Source: an optimization exercise on an open RTL-to-GDS flow (aim: small area). Production flows keep margins and buffers that such runs may drop.
RTL that was checked went through simulation tests only; none was proved equivalent to the original.
The flow treats the clock pin as an ideal source, which a real chip does not have.
No activity file was given, so power comes from the tool's default toggle rates.

Design ssf_array, start of the top module:
module ssf_array (
	input  logic    clk,
	input  logic    rst,
	input  ssf_pkg::sample_t sample_in,
	input  logic    sample_valid,
	output logic    sample_req,
	output ssf_pkg::sample_t result_out,
	output ssf_pkg::lane_t   result_lane,
	output logic    result_valid
);
Size: roughly 1200 cells after synthesis, roughly 72 I/O pins, about 15000 um2 of cells after synthesis.
Settings: LEC_CHECK=0, CAP_MARGIN=20, CORE_MARGIN=2, CORE_UTILIZATION=65, CTS_BUF_LIST=sky130_fd_sc_hd__clkbuf_4, SLEW_MARGIN=20; clock period 6.0 ns.
run.sh (not shown) runs the stock make flow with config.mk's settings and CLKGATE_MAP_FILE= SYNTH_SCRIPT=/design/flow/synth_recipe.tcl, a recipe that flattens the netlist after the stock synthesis.
The baseline completed with no timing, DRC or antenna violations.
Next try:
- CORE_UTILIZATION: 65 -> 40
Result: Clock skew came out higher by 5.8 ps; wire length climbs by 6.6%; power goes up by 2.8%; flip-flop and latch count is unchanged; final area came out higher by 2.2%; worst hold slack gets better by 3.6 ps; setup slack gets better by 43 ps; clock-buffer cell count grows by 3; cell count went up by 14%; sequential share of layout area drops by 1.2 points; via count shrinks by 1.4%.
Function was not checked in any run of this note: the RTL went through the layout flow alone.

* * *

Another version of the RTL of ssf_array (not shown whole).
For scale: about 1100 cells after synthesis, roughly 310 flip-flops, roughly 0.015 mm² of cells after synthesis.
export LEC_CHECK = 0
export CAP_MARGIN = 5
export CORE_MARGIN = 2
export CORE_UTILIZATION = 65
export SLEW_MARGIN = 5
create_clock -name core_clock -period 6.0 [get_ports {clk}]
standard.sh (not shown) runs the stock make flow with config.mk's settings and CLKGATE_MAP_FILE= SYNTH_SCRIPT=/design/flow/synth_recipe.tcl, a recipe that flattens the netlist after the stock synthesis.
==> flow/flow/run.sh <==
#!/bin/bash
# Own layout flow: the standard flow (standard.sh, unchanged synthesis),
# with the smallest buffer on the ports and a clock tree without dummy loads.
set -euo pipefail
bash standard.sh \
	"BUFFER_PORTS_ARGS=-buffer_cell sky130_fd_sc_hd__buf_1" \
	"CTS_ARGS=-sink_clustering_enable -repair_clock_nets -dont_use_dummy_load -sink_clustering_size 25 -sink_clustering_max_diameter 100" \
	finish > make_finish.log 2>&1
==> next run, changes <==
--- a/flow/config.mk
+++ b/flow/config.mk
@@ -6,6 +6,6 @@
 export NUM_CORES = 4
 export LEC_CHECK = 0
-export CAP_MARGIN = 5
+export CAP_MARGIN = 20
 export CORE_MARGIN = 2
-export CORE_UTILIZATION = 65
-export SLEW_MARGIN = 5
+export CORE_UTILIZATION = 40
+export SLEW_MARGIN = 20
Total power stays flat; utilization came out lower by 28 points; cell count came out higher by roughly a tenth; worst hold slack barely changes; register-to-register slack improves by 0.10 ns.
No functional check of the RTL was part of any run of this note.

* * *

ssf_array, a different RTL version from the one above (not shown whole).
For scale: about 1,100 cells after synthesis, ~310 flip-flops, roughly 14,000 um2 of cells after synthesis.
clock: 6.0 ns
lec_check: 0
cap_margin: 20
core_margin: 2
core_utilization: 40
slew_margin: 20
==> flow/flow/run.sh <==
#!/bin/bash
# Own layout flow: the standard flow (standard.sh, unchanged synthesis),
# with the smallest buffer on the ports, a clock tree without dummy loads,
# and an area-recovery pass after CTS (post_cts.tcl).
set -euo pipefail
bash standard.sh \
	"BUFFER_PORTS_ARGS=-buffer_cell sky130_fd_sc_hd__buf_1" \
	"CTS_ARGS=-sink_clustering_enable -repair_clock_nets -dont_use_dummy_load -sink_clustering_size 25 -sink_clustering_max_diameter 100" \
	"POST_CTS_TCL=$PWD/flow/post_cts.tcl" \
	finish > make_finish.log 2>&1
==> flow/flow/post_cts.tcl <==
# Area recovery after CTS: downsize gates that have slack to spare, then
# repair any slew or capacitance the smaller gates break and legalise.
puts "post_cts: area recovery"
report_design_area
repair_timing -recover_power 100 -verbose
repair_design -slew_margin 20 -cap_margin 20 -verbose
repair_timing -setup -verbose
detailed_placement
check_placement -verbose
report_design_area
report_wns
The baseline finished with timing, DRC and antenna clean.
Rerun with:
--- a/flow/flow/run.sh
+++ b/flow/flow/run.sh
@@ -3,2 +3 @@
-# with the smallest buffer on the ports, a clock tree without dummy loads,
-# and an area-recovery pass after CTS (post_cts.tcl).
+# with the smallest buffer on the ports and a clock tree without dummy loads.
@@ -9 +7,0 @@
-	"POST_CTS_TCL=$PWD/flow/post_cts.tcl" \
removed: flow/flow/post_cts.tcl
Hold slack hardly moves. Flip-flop and latch count stays the same. Clock skew is about the same. Count of clock-buffer cells in the layout does not change. Global-route usage falls by 0.10 points.
Rerun with:
--- a/flow/flow/run.sh
+++ b/flow/flow/run.sh
@@ -7 +7 @@
-	"CTS_ARGS=-sink_clustering_enable -repair_clock_nets -dont_use_dummy_load -sink_clustering_size 25 -sink_clustering_max_diameter 100" \
+	"CTS_ARGS=-sink_clustering_enable -repair_clock_nets -dont_use_dummy_load -buf_list sky130_fd_sc_hd__clkbuf_8 -sink_clustering_size 16 -sink_clustering_max_diameter 60" \
Final cell count increases by 0.56%.
Global-route usage hardly moves.
Synthesized area is unchanged.
Power decreases by 2.3%.
Die area stays the same.
Core utilization decreases by 0.20 points.
Flip-flop and latch count stays the same.
Final area decreases by 0.45%.
Synthesized cell count is unchanged.
Wire length increases by 0.32%.
Sequential share of layout area increases by 0.26 points.
Rerun with:
--- a/flow/flow/run.sh
+++ b/flow/flow/run.sh
@@ -7 +7 @@
-	"CTS_ARGS=-sink_clustering_enable -repair_clock_nets -dont_use_dummy_load -buf_list sky130_fd_sc_hd__clkbuf_8 -sink_clustering_size 16 -sink_clustering_max_diameter 60" \
+	"CTS_ARGS=-sink_clustering_enable -repair_clock_nets -dont_use_dummy_load -sink_clustering_size 32 -sink_clustering_max_diameter 100" \
Effect: The new run went through all stages and came out clean. First-iteration DRC count is higher by 3.9%. Combinational power is lower by about 0.6%. Critical path depth stays the same. Die area stays the same. Design area hardly moves. Area after synthesis stays the same. Worst hold slack is better by 13 ps. Routed wire length is lower by 0.40%. Setup slack gets worse by 11 ps. Maximum frequency is about the same. Sequential power stays flat.

* * *

== run 5 ==
ssf_array, a different RTL version from the one above (not shown whole).
For scale: roughly 1200 cells after synthesis.
==> flow/config.mk <==
export PLATFORM = sky130hd
export DESIGN_NAME = ssf_array
export DESIGN_NICKNAME = ssf_array
export VERILOG_FILES = /design/flow/design.v
export SDC_FILE = /design/flow/constraint.sdc
export NUM_CORES = 4
export LEC_CHECK = 0
export CAP_MARGIN = 20
export CORE_MARGIN = 2
export CORE_UTILIZATION = 40
export SLEW_MARGIN = 20
==> flow/constraint.sdc <==
create_clock -name core_clock -period 6.0 [get_ports {clk}]
set_input_delay 1.2000 -clock core_clock [delete_from_list [all_inputs] [get_ports {clk}]]
set_output_delay 1.2000 -clock core_clock [all_outputs]
set_load 0.01 [all_outputs]
==> flow/flow/run.sh <==
#!/bin/bash
# Own layout flow: the standard flow (standard.sh, unchanged synthesis),
# with the smallest buffer on the ports and a clock tree without dummy loads.
set -euo pipefail
bash standard.sh \
	"BUFFER_PORTS_ARGS=-buffer_cell sky130_fd_sc_hd__buf_1" \
	"CTS_ARGS=-sink_clustering_enable -repair_clock_nets -dont_use_dummy_load -sink_clustering_size 30 -sink_clustering_max_diameter 80" \
	finish > make_finish.log 2>&1
Setup changes, run 5 to run 3
--- a/flow/flow/run.sh
+++ b/flow/flow/run.sh
@@ -5,4 +5,4 @@
 bash standard.sh \
 	"BUFFER_PORTS_ARGS=-buffer_cell sky130_fd_sc_hd__buf_1" \
-	"CTS_ARGS=-sink_clustering_enable -repair_clock_nets -dont_use_dummy_load -sink_clustering_size 30 -sink_clustering_max_diameter 80" \
+	"CTS_ARGS=-sink_clustering_enable -repair_clock_nets -dont_use_dummy_load -sink_clustering_size 25 -sink_clustering_max_diameter 100" \
 	finish > make_finish.log 2>&1
==> comparison <==
Going from run 5 to run 3, end-of-flow core utilization has remained practically unchanged; global-route usage has remained practically unchanged.
Max longest individual stage delay on the worst path across run 3 and run 5: run 5
Lower post-route fraction of the period consumed by the critical path goes to run 3 over run 5.
In the flow results for run 3 and run 5, the area fraction of clock buffers and clock inverters is larger on run 5.

* * *

Setup of alpha:
Another version of the RTL of ssf_array (not shown whole).
Size: ~1100 cells after synthesis, ~310 flip-flops, ~72 I/O pins, ~0.014 mm² of cells after synthesis.
==> flow/design.v (excerpt) <==
module ssf_array (
	input  logic    clk,
	input  logic    rst,
	input  ssf_pkg::sample_t sample_in,
	input  logic    sample_valid,
	output logic    sample_req,
	output ssf_pkg::sample_t result_out,
	output ssf_pkg::lane_t   result_lane,
	output logic    result_valid
);
export LEC_CHECK = 0
export CAP_MARGIN = 0
export CORE_MARGIN = 2
export CORE_UTILIZATION = 70
export SLEW_MARGIN = 0
create_clock -name core_clock -period 6.0 [get_ports {clk}]
==> flow/flow/run.sh <==
#!/bin/bash
# Own layout flow: the standard flow (standard.sh, unchanged synthesis),
# with the smallest buffer on the ports and a clock tree without dummy loads.
set -euo pipefail
bash standard.sh \
	"BUFFER_PORTS_ARGS=-buffer_cell sky130_fd_sc_hd__buf_1" \
	"CTS_ARGS=-sink_clustering_enable -repair_clock_nets -dont_use_dummy_load -sink_clustering_size 28 -sink_clustering_max_diameter 100" \
	finish > make_finish.log 2>&1
The final layout from alpha, which completed every stage, passed the timing, design-rule and antenna checks at the end of the flow.
Changes in beta relative to alpha:
==> flow/flow/run.sh <==
#!/bin/bash
# Own layout flow: the standard flow (standard.sh, unchanged synthesis),
# with the smallest buffer on the ports and a clock tree without dummy loads.
set -euo pipefail
bash standard.sh \
	"BUFFER_PORTS_ARGS=-buffer_cell sky130_fd_sc_hd__buf_1" \
	"CTS_ARGS=-sink_clustering_enable -repair_clock_nets -dont_use_dummy_load -sink_clustering_size 32 -sink_clustering_max_diameter 90" \
	finish > make_finish.log 2>&1
diff --git a/flow/config.mk b/flow/config.mk
--- a/flow/config.mk
+++ b/flow/config.mk
@@ -6,6 +6,6 @@
 export NUM_CORES = 4
 export LEC_CHECK = 0
-export CAP_MARGIN = 0
+export CAP_MARGIN = 20
 export CORE_MARGIN = 2
-export CORE_UTILIZATION = 70
-export SLEW_MARGIN = 0
+export CORE_UTILIZATION = 65
+export SLEW_MARGIN = 20
Notes after the runs:
beta completed every stage of the flow, and the final layout passed the timing, design-rule and antenna checks.
Per the final summary, alpha finished and its layout is clean on timing, DRC and antenna.
Looking at alpha and beta, the register fraction of the total cell area is a wash.
Signed area change from the synthesized netlist to the final layout essentially unchanged between beta and alpha.
beta against alpha: cell area level; clock tree buffer depth level; sequential cell area in the final layout level.
beta ended up with cand[0] as its worst setup path startpoint; alpha ended up with cand[2].
beta: non-clock buffer count 6 above alpha
Against alpha, net total in the final layout in beta rose slightly.
Cell count is higher on beta
### beta -> gamma
==> flow/flow/run.sh <==
#!/bin/bash
# Own layout flow: the standard flow (standard.sh, unchanged synthesis),
# with the smallest buffer on the ports and a clock tree without dummy loads.
set -euo pipefail
bash standard.sh \
	"BUFFER_PORTS_ARGS=-buffer_cell sky130_fd_sc_hd__buf_1" \
	"CTS_ARGS=-sink_clustering_enable -repair_clock_nets -dont_use_dummy_load -sink_clustering_size 28 -sink_clustering_max_diameter 100" \
	finish > make_finish.log 2>&1
Notes after the runs:
Going from beta to gamma, the part of the power in the clock network was found to have gone up by 0.5 points.
Between beta and gamma, the wire length reported by the detailed router does not differ in any meaningful way.
Comparing beta with gamma, the wire length of the first global-routing pass came out essentially unchanged.
In the tables for beta and gamma, worst endpoint data arrival time reads higher with gamma.
beta -> gamma: total chip power increased slightly
Delta(maximum frequency, gamma - beta) > 0
On global routing usage summed across all routing layers, beta and gamma are neck and neck.
Worst setup margin: lower on beta
As far as total of max-cap violations goes, beta and gamma are indistinguishable; the numbers are identical.

* * *

## trial 86
The RTL this note starts from:
==> flow/design.v <==
package ssf_pkg;
	localparam int NUM_LANES = 8;
	localparam int BLOCK_LEN = 4;
	localparam int START_GAP = 64;
	localparam int SAMPLE_W  = 32;
	localparam int LANE_W    = $clog2(NUM_LANES);
	localparam int ACC_W = SAMPLE_W + $clog2(BLOCK_LEN) + 1;
	localparam int GAP_W = $clog2(START_GAP);
	localparam int CNT_W = $clog2(BLOCK_LEN + 1);
	typedef logic signed [SAMPLE_W-1:0] sample_t;
	typedef logic signed [ACC_W-1:0]    acc_t;
	typedef logic [LANE_W-1:0]          lane_t;
	typedef logic [NUM_LANES-1:0]       lane_mask_t;
	typedef logic [GAP_W-1:0]           gap_cnt_t;
	typedef logic [CNT_W-1:0]           count_t;
	localparam sample_t SAMPLE_MAX = {1'b0, {(SAMPLE_W-1){1'b1}}};
	localparam sample_t SAMPLE_MIN = {1'b1, {(SAMPLE_W-1){1'b0}}};
	typedef enum logic [1:0] {
		FILLING,
		HOLDING,
		IDLE
	} lane_state_t;
endpackage
`timescale 1ns/1ps
module ssf_array (
	input  logic    clk,
	input  logic    rst,
	input  ssf_pkg::sample_t sample_in,
	input  logic    sample_valid,
	output logic    sample_req,
	output ssf_pkg::sample_t result_out,
	output ssf_pkg::lane_t   result_lane,
	output logic    result_valid
);
	localparam int NL = ssf_pkg::NUM_LANES;
	localparam int PW = ssf_pkg::SAMPLE_W + 1;    
	logic [8:0]     rel_cnt;           
	logic [1:0]     cnt [NL];          
	logic [PW-1:0]  word [NL];         
	ssf_pkg::lane_t cand;              
	logic           cand_v;            
	ssf_pkg::lane_t last_grant;        
	logic           fin1;              
	logic           fin2;              
	ssf_pkg::lane_t fin2_lane;
	logic           accept;
	logic [NL-1:0]  cand_oh;
	logic           first;
	logic           last4;
	assign sample_req = cand_v;
	assign accept     = sample_valid & sample_req;
	always_comb begin
		first = 1'b0;
		last4 = 1'b0;
		for (int i = 0; i < NL; i++) begin
			cand_oh[i] = (cand == 3'(i));
			if (cand_oh[i] && cnt[i] == 2'd0) first = 1'b1;
			if (cand_oh[i] && cnt[i] == 2'b10) last4 = 1'b1;
		end
	end
	logic [8:0]     rel_nxt;
	logic [NL-1:0]  req_nxt;
	ssf_pkg::lane_t lg_nxt;
	logic [NL-1:0]  req_hi;
	logic [NL-1:0]  pick_hi;
	logic [NL-1:0]  pick_lo;
	logic [NL-1:0]  cand_nxt;
	ssf_pkg::lane_t cand_nxt_enc;
	assign rel_nxt = (rel_cnt[8:6] != 3'd7) ? rel_cnt + 1'b1 : rel_cnt;
	assign lg_nxt  = accept ? cand : last_grant;
	always_comb begin
		for (int i = 0; i < NL; i++) begin
			req_nxt[i] = (rel_cnt[8:6] >= 3'(i))
			           && !(accept && last4 && cand_oh[i])
			           && !(fin1 && last_grant == 3'(i));
		end
	end
	always_comb begin
		logic above_c;
		above_c = 1'b0;
		for (int i = 0; i < NL; i++) begin
			req_hi[i] = req_nxt[i] && (accept ? above_c : (3'(i) > last_grant));
			above_c = above_c | cand_oh[i];
		end
		for (int i = 0; i < NL; i++) begin
			pick_hi[i] = req_hi[i];
			pick_lo[i] = req_nxt[i];
			for (int j = 0; j < i; j++) begin
				pick_hi[i] = pick_hi[i] && !req_hi[j];
				pick_lo[i] = pick_lo[i] && !req_nxt[j];
			end
		end
		cand_nxt = (|req_hi) ? pick_hi : pick_lo;
		cand_nxt_enc = '0;
		for (int i = 0; i < NL; i++) begin
			if (cand_nxt[i]) cand_nxt_enc = cand_nxt_enc | 3'(i);
		end
	end
	logic [PW-1:0] part;
	logic [PW:0]   add_a, add_b, add_p, add_c, sum;
	logic          sign;
	logic          ovf;
	logic [PW-1:0] wdata;
	always_comb begin
		part = '0;
		for (int i = 0; i < NL; i++) begin
			if (cand_oh[i] && cnt[i] != 2'd0) part = part | word[i];
		end
	end
	assign add_a = {part[PW-1], part};
	assign add_b = {{2{sample_in[31]}}, sample_in};
	assign add_p = add_a ^ add_b;
	always_comb begin
		logic [PW:0] pp, gg;
		pp = add_p;
		gg = add_a & add_b;
		for (int i = 1; i <= 6; i++) begin
			for (int j = 2**i - 1; j <= PW; j += 2**i) begin
				gg[j] = gg[j] | (pp[j] & gg[j - 2**(i-1)]);
				pp[j] = pp[j] & pp[j - 2**(i-1)];
			end
		end
		for (int i = 6; i > 0; i--) begin
			for (int j = 2**i + 2**(i-1) - 1; j <= PW; j += 2**i) begin
				gg[j] = gg[j] | (pp[j] & gg[j - 2**(i-1)]);
				pp[j] = pp[j] & pp[j - 2**(i-1)];
			end
		end
		add_c = {gg[PW-1:0], 1'b0};
	end
	assign sum  = add_p ^ add_c;
	assign sign = sum[PW];
	assign ovf  = last4 ? !((sum[PW] == sum[PW-1]) && (sum[PW-1] == sum[PW-2]))
	                    : (sum[PW] != sum[PW-1]);
	always_comb begin
		wdata[PW-1]   = sign;
		wdata[PW-2]   = ovf ? (last4 ? sign : !sign) : sum[PW-2];
		wdata[PW-3:0] = ovf ? {(PW-2){!sign}} : sum[PW-3:0];
	end
	always_ff @(posedge clk) begin
		for (int i = 0; i < NL; i++) begin
			if (accept && cand_oh[i]) begin
				word[i] <= wdata;
			end
		end
	end
	always_ff @(posedge clk) begin
		if (rst) begin
			rel_cnt      <= 9'd1;
			for (int i = 0; i < NL; i++) cnt[i] <= '0;
			cand         <= '0;
			cand_v       <= 1'b1;
			last_grant   <= 3'(NL - 1);
			fin1         <= 1'b0;
			fin2         <= 1'b0;
			result_valid <= 1'b0;
		end else begin
			rel_cnt <= rel_nxt;
			for (int i = 0; i < NL; i++) begin
				if (accept && cand_oh[i]) cnt[i] <= {cnt[i][0], !cnt[i][1]};
			end
			cand_v       <= |cand_nxt;
			cand         <= cand_nxt_enc;
			last_grant   <= lg_nxt;
			fin1         <= accept & last4;
			fin2         <= fin1;
			result_valid <= fin2;
		end
	end
	always_ff @(posedge clk) begin
		fin2_lane   <= last_grant;
		result_lane <= fin2_lane;
	end
	always_comb begin
		result_out = '0;
		for (int i = 0; i < NL; i++) begin
			if (result_lane == 3'(i)) result_out = result_out | word[i][31:0];
		end
	end
endmodule
export LEC_CHECK = 0
export CAP_MARGIN = 20
export CORE_MARGIN = 2
export CORE_UTILIZATION = 65
export SLEW_MARGIN = 20
create_clock -name core_clock -period 6.0 [get_ports {clk}]
==> flow/flow/run.sh <==
#!/bin/bash
# Own layout flow: the standard flow (standard.sh, unchanged synthesis),
# with the smallest buffer on the ports and a clock tree without dummy loads.
set -euo pipefail
bash standard.sh \
	"BUFFER_PORTS_ARGS=-buffer_cell sky130_fd_sc_hd__buf_1" \
	"CTS_ARGS=-sink_clustering_enable -repair_clock_nets -dont_use_dummy_load -sink_clustering_size 36 -sink_clustering_max_diameter 80" \
	finish > make_finish.log 2>&1
Trial 86: full flow OK, the timing, design-rule and antenna checks passed
For build 36, these inputs were changed with respect to trial 86:
Settings: changing CORE_UTILIZATION from 65 to 40.
==> flow/flow/run.sh <==
#!/bin/bash
# Own layout flow: the standard flow (standard.sh, unchanged synthesis),
# with the smallest buffer on the ports and a clock tree without dummy loads.
set -euo pipefail
bash standard.sh \
	"BUFFER_PORTS_ARGS=-buffer_cell sky130_fd_sc_hd__buf_1" \
	"CTS_ARGS=-sink_clustering_enable -repair_clock_nets -dont_use_dummy_load -sink_clustering_size 25 -sink_clustering_max_diameter 100" \
	finish > make_finish.log 2>&1
==> summary.txt <==
Summary — worst setup margin, build 36 relative to trial 86: higher, by 0.13 ns. In the reports for build 36 and trial 86, the smaller clock network fraction of total power belongs to trial 86. Via count normalized by instance count: build 36 and trial 86 compared, lower one is build 36. Post-route worst hold slack essentially unchanged between build 36 and trial 86. Build 36 reports its worst setup path startpoint as cand[2] while trial 86 reports cand[0].
No functional check of the RTL was part of any run of this note.

[afterwards: timing with drivers on the ports]
How much do the figures lean on ideal ports? The routed layouts below were timed once more, with nothing changed but the port constraints.
Step 1, drivers: a clkbuf_16 drives clk and a buf_2 each remaining input, both assumed.
Step 2, shift: input delay + t, output delay - t, t = (earliest + latest rising clock arrival at the registers) / 2. This alone moves slack from input paths to output paths.
Slacks: ideal ports / drivers / drivers and shift; pairs: ideal ports / drivers.
run | t (ns) | setup WS [ns] | worst setup path at the end | clock arrival spread, ns
the first run of note 1 | 0.730 | 0.358 / 0.358 / 0.358 | register to register | 0.076 / 0.076
the second run of note 1 | 0.793 | 0.401 / 0.401 / 0.401 | register to register | 0.081 / 0.082
the first run of note 2 | 0.533 | 0.316 / 0.316 / 0.316 | register to register | 0.045 / 0.044
the second run of note 2 | 0.548 | 0.416 / 0.416 / 0.416 | register to register | 0.037 / 0.037
the first run of note 3 | 0.540 | 0.181 / 0.181 / 0.049 | input to register | 0.042 / 0.042
the second run of note 3 | 0.540 | 0.347 / 0.347 / 0.235 | input to register | 0.043 / 0.043
the third run of note 3 | 0.623 | 0.250 / 0.250 / 0.172 | input to register | 0.040 / 0.040
the fourth run of note 3 | 0.545 | 0.239 / 0.239 / 0.161 | input to register | 0.037 / 0.037
run 5 | 0.563 | 0.255 / 0.255 / 0.255 | register to register | 0.052 / 0.052
run 3 | 0.545 | 0.363 / 0.363 / 0.363 | register to register | 0.038 / 0.037
alpha | 0.534 | 0.389 / 0.389 / 0.389 | register to register | 0.025 / 0.025
beta | 0.534 | 0.250 / 0.250 / 0.250 | register to register | 0.041 / 0.041
gamma | 0.526 | 0.278 / 0.278 / 0.278 | register to register | 0.029 / 0.029
trial 86 | 0.533 | 0.335 / 0.335 / 0.335 | register to register | 0.066 / 0.065
build 36 | 0.530 | 0.464 / 0.464 / 0.464 | register to register | 0.061 / 0.061
After both steps setup and hold are still met in every run listed. For the first run of note 3, which loses most, drivers alone change the setup slack by 0.000 ns; drivers and shift together by -0.132 ns.
